Source: an optimization exercise on an open RTL-to-GDS flow (aim: small area and a short achievable clock period). Production flows keep margins and buffers that such runs may drop. The RTL was checked by simulation tests, not by an equivalence proof against the original design.

Setup of run A:
## cordic_rotator
module cordic_rotator (
    input  logic                    clk,
    input  logic                    rst_n,
    input  logic                    in_valid,
    input  logic [9-1:0] in_x,
    input  logic [9-1:0] in_y,
    input  logic [9-1:0] in_angle,
    output logic                    out_valid,
    output logic [32-1:0]    out_x,
    output logic [32-1:0]    out_y
);
    localparam logic [10:0] PIPE = 11'b11111111111;
    function automatic logic [22:0] add_ci(
        input logic [22:0] a,
        input logic [22:0] b,
        input logic        ci
    );
        logic [23:0] s;
        s      = {a, 1'b1} + {b, ci};
        add_ci = s[23:1];
    endfunction
    function automatic logic signed [22:0] addsub(
        input logic signed [22:0] a,
        input logic signed [22:0] b,
        input logic               sub
    );
        addsub = add_ci(a, b ^ {23{sub}}, sub);
    endfunction
    logic signed [8:0] ain;
    logic [3:0]        qs;
    assign ain   = in_angle;
    assign qs[0] = ain < -135 || ain >= 135;
    assign qs[1] = ain >= -135 && ain < -45;
    assign qs[2] = ain >= -45 && ain < 45;
    assign qs[3] = ain >= 45 && ain < 135;
    logic              v0;
    logic signed [8:0] x0, y0, a0;
    logic [7:0]        q0;
    cordic_pipe #(.W(35), .EN(PIPE[0])) p0 (.clk(clk),
        .d({in_x, in_y, in_angle, ~qs, qs}), .q({x0, y0, a0, q0}));
    cordic_valid #(.EN(PIPE[0])) pv0 (.clk(clk), .rst_n(rst_n), .d(in_valid), .q(v0));
    logic signed [9:0] xe, ye, xn, yn, xq, yq;
    logic [3:0]        qy;
    assign xe = x0;
    assign ye = y0;
    assign xn = -xe;
  ...
Size: ~6200 cells after synthesis, ~95 I/O pins, about 46000 sq um of cells after synthesis.
Settings: LEC_CHECK=0, ABC_AREA=1, CAP_MARGIN=20, CORE_MARGIN=2, CORE_UTILIZATION=40, CTS_CLUSTER_DIAMETER=100, CTS_CLUSTER_SIZE=22, SLEW_MARGIN=20; clock period 10.5 ns.
standard.sh (not shown) runs the stock make flow with config.mk's settings and CLKGATE_MAP_FILE= SYNTH_SCRIPT=/design/flow/synth_recipe.tcl, a recipe that flattens the netlist after the stock synthesis.
==> flow/flow/run.sh <==
#!/bin/bash
# Standard layout, with timing repair aimed at a tighter period than the
# constraint (setup margin), so that repair keeps improving the paths that
# set the achieved period. The SDC and the clock period are unchanged.
set -euo pipefail
bash standard.sh SETUP_SLACK_MARGIN=7.2 finish > standard_flow.log 2>&1
#### Input delta (run B over run A)
Settings: PLACE_DENSITY now 0.85, previously not set; CORE_UTILIZATION now 70, was 40; CTS_CLUSTER_DIAMETER no longer set, was 100; CTS_CLUSTER_SIZE no longer set, was 22.
[summary]
In the reports for run B and run A, the larger hold slack belongs to run B. The lower clock network contribution to total cell area came out of run A. The critical-path cell with the highest stage delay comes out sky130_fd_sc_hd__dfxtp_2 in one run and sky130_fd_sc_hd__fa_1 in the other, namely in run A and run B respectively. Relative to run A, final critical path time including I/O delays and setup increased by 0.22 ns in run B. In run B relative to run A, fmax had gone down by a few percent. The more densely filled core belongs to run B, not run A. Capturing instance or port of the critical path = out_x[28]: run A; capturing instance or port of the critical path = p2.q[41]: run B. Delta (run B minus run A): sequential share of cell area moved down.
Input changes introduced in run C (baseline for comparison: run B):
Settings: CORE_UTILIZATION changed from 70 to 40; CTS_CLUSTER_SIZE newly set to 30; CTS_BUF_LIST newly set to sky130_fd_sc_hd__clkbuf_8; PLACE_DENSITY removed (was 0.85).
Run C went all the way through the flow, and no timing, DRC or antenna check failed.
Run B leaves less setup margin than run C.
Compared with run B, run C shows a clock-buffer cell count that is about 40% higher.
Delta (run C minus run B): portion of the layout cell area used by clock cells climbed 0.16 points.
Max freq run B -> run C: improved
Compared with run B, run C improves global-route wire length before repair.
Taking run B as the reference point, the overall via count from detail_route of run C falls by 3420.
Summary — minimum clock period, run C relative to run B: lower, by 0.081 ns.
Inputs modified between run C and run D:
Settings: CORE_UTILIZATION: 40 -> 60; PLACE_DENSITY: unset -> 0.7; CTS_CLUSTER_SIZE: 30 -> unset; CTS_BUF_LIST: sky130_fd_sc_hd__clkbuf_8 -> unset.
Findings:
Diff run C -> run D | global-route wire length before repair | decrease of 3.0%. Run D: number of antenna violations at the first check in global routing is 2 lower than what run C reported. The count of plain and timing-repair buffers in run C is 0.908 times that in run D. Compared with run C, in run D total wire length after detailed routing now smaller; clock insertion delay at the later pin of the skew report now smaller. Comparing worst clock skew on the final layout for run C and run D, the smaller number came from run D.

---

zinc:
cordic_rotator, a different RTL version from the one above (not shown whole).
For scale: about 95 I/O pins, roughly 0.040 sq mm of cells after synthesis.
Settings: LEC_CHECK=0, CAP_MARGIN=20, CORE_MARGIN=2, CORE_UTILIZATION=40, CTS_CLUSTER_DIAMETER=100, CTS_CLUSTER_SIZE=25, SLEW_MARGIN=20; clock period 10.5 ns.
Scripts as last shown in full above: flow/flow/run.sh
zinc reached the final stage; the timing, design-rule and antenna checks on its layout passed.
Relative to zinc, the following input files were edited for willow:
Settings: an added ABC_AREA of 1.
==> comparison <==
willow has more setup slack than zinc.
Die extent in y, zinc and willow: larger value in willow
| wire length of the first global-routing pass | higher: willow |
Clock buffer instance count of the final layout, zinc and willow: smaller value in zinc
Delay contributed by the slowest stage of the critical path in willow vs zinc: down 0.14 ns
Maximum frequency: willow vs zinc up about 8%
willow vs zinc on area after synthesis: willow is the higher one.
Looking at most common cell after layout, fill and taps aside, the sky130_fd_sc_hd__nand2_1 result is from willow; the sky130_fd_sc_hd__dfxtp_1 one comes from zinc.
Maximum level of the CTS H-tree for willow: 1 up relative to zinc
The following lists how onyx was set up differently from willow:
--- a/flow/flow/run.sh
+++ b/flow/flow/run.sh
@@ -4,3 +4,3 @@
 # set the achieved period. The SDC and the clock period are unchanged.
 set -euo pipefail
-bash standard.sh SETUP_SLACK_MARGIN=7.2 finish > standard_flow.log 2>&1
+bash standard.sh SETUP_SLACK_MARGIN=7.1 finish > standard_flow.log 2>&1
--- outcome ---
onyx: done, clean on timing, DRC and antenna. Summary of onyx over willow: synthesized cell count shows no meaningful change, number of max-capacitance violations reported now sits at about the same level, routed wire length decreased about 1.1%, non-filler instance count after layout has remained practically unchanged. Lower global-route usage goes to onyx over willow. For clock sink count, willow and onyx come out practically identical. onyx vs willow — number of vias in the routed layout dropped slightly. Setup slack of the critical path after layout | onyx below willow. Taking willow as the reference point, the instance count on the critical path of onyx falls by 1.
What indigo does differently from onyx at the input level:
--- a/flow/flow/run.sh
+++ b/flow/flow/run.sh
@@ -4,3 +4,3 @@
 # set the achieved period. The SDC and the clock period are unchanged.
 set -euo pipefail
-bash standard.sh SETUP_SLACK_MARGIN=7.1 finish > standard_flow.log 2>&1
+bash standard.sh SETUP_SLACK_MARGIN=7.0 finish > standard_flow.log 2>&1
==> comparison <==
Sort indigo and onyx by number of buffer and inverter stages on the critical path, ascending, and onyx comes first. Comparing indigo and onyx, required time at the endpoint of the critical path is lower on onyx. Cell area after layout (lower): indigo. Looking at the reports, indigo completed the entire flow and the layout it produced met the timing, design-rule and antenna checks. Summary of indigo over onyx: wire length now sits lower; final non-filler cell total shows a reduction of 21; critical path depth increased by 11 relative to the old numbers.

-- port drivers added, routing unchanged --
Ports are ideal in the flow. The routed layouts listed here were re-timed in OpenROAD. Step 1 (the two cells are an assumption about what drives the block):
set clk [get_ports {clk}]
set_driving_cell -lib_cell sky130_fd_sc_hd__clkbuf_16 $clk
set_driving_cell -lib_cell sky130_fd_sc_hd__buf_2 [delete_from_list [all_inputs] $clk]
Step 2 times the ports against the registers' clock, not the clock port: input delays grow and output delays shrink by t, the midpoint of the rising clock arrivals with the driver on. Three values: ideal ports, drivers, drivers and shift; two values: the first two.
run | shift t [ns] | setup WS [ns] | clock arrival spread, ns
run A | 0.700 | 7.254 / 7.177 / 7.006 | 0.049 / 0.049
run B | 0.689 | 7.034 / 7.034 / 6.861 | 0.028 / 0.028
run C | 0.847 | 7.115 / 7.047 / 7.004 | 0.054 / 0.053
run D | 0.676 | 7.221 / 7.157 / 6.978 | 0.037 / 0.037
zinc | 0.703 | 6.958 / 6.958 / 6.642 | 0.034 / 0.034
willow | 0.649 | 7.210 / 7.147 / 6.960 | 0.040 / 0.040
onyx | 0.665 | 7.176 / 7.111 / 7.051 | 0.026 / 0.025
indigo | 0.665 | 7.109 / 7.062 / 7.053 | 0.026 / 0.026
After both steps every run listed still meets setup and hold. For zinc, which loses most, drivers alone change the setup slack by 0.000 ns; drivers and shift together by -0.316 ns.
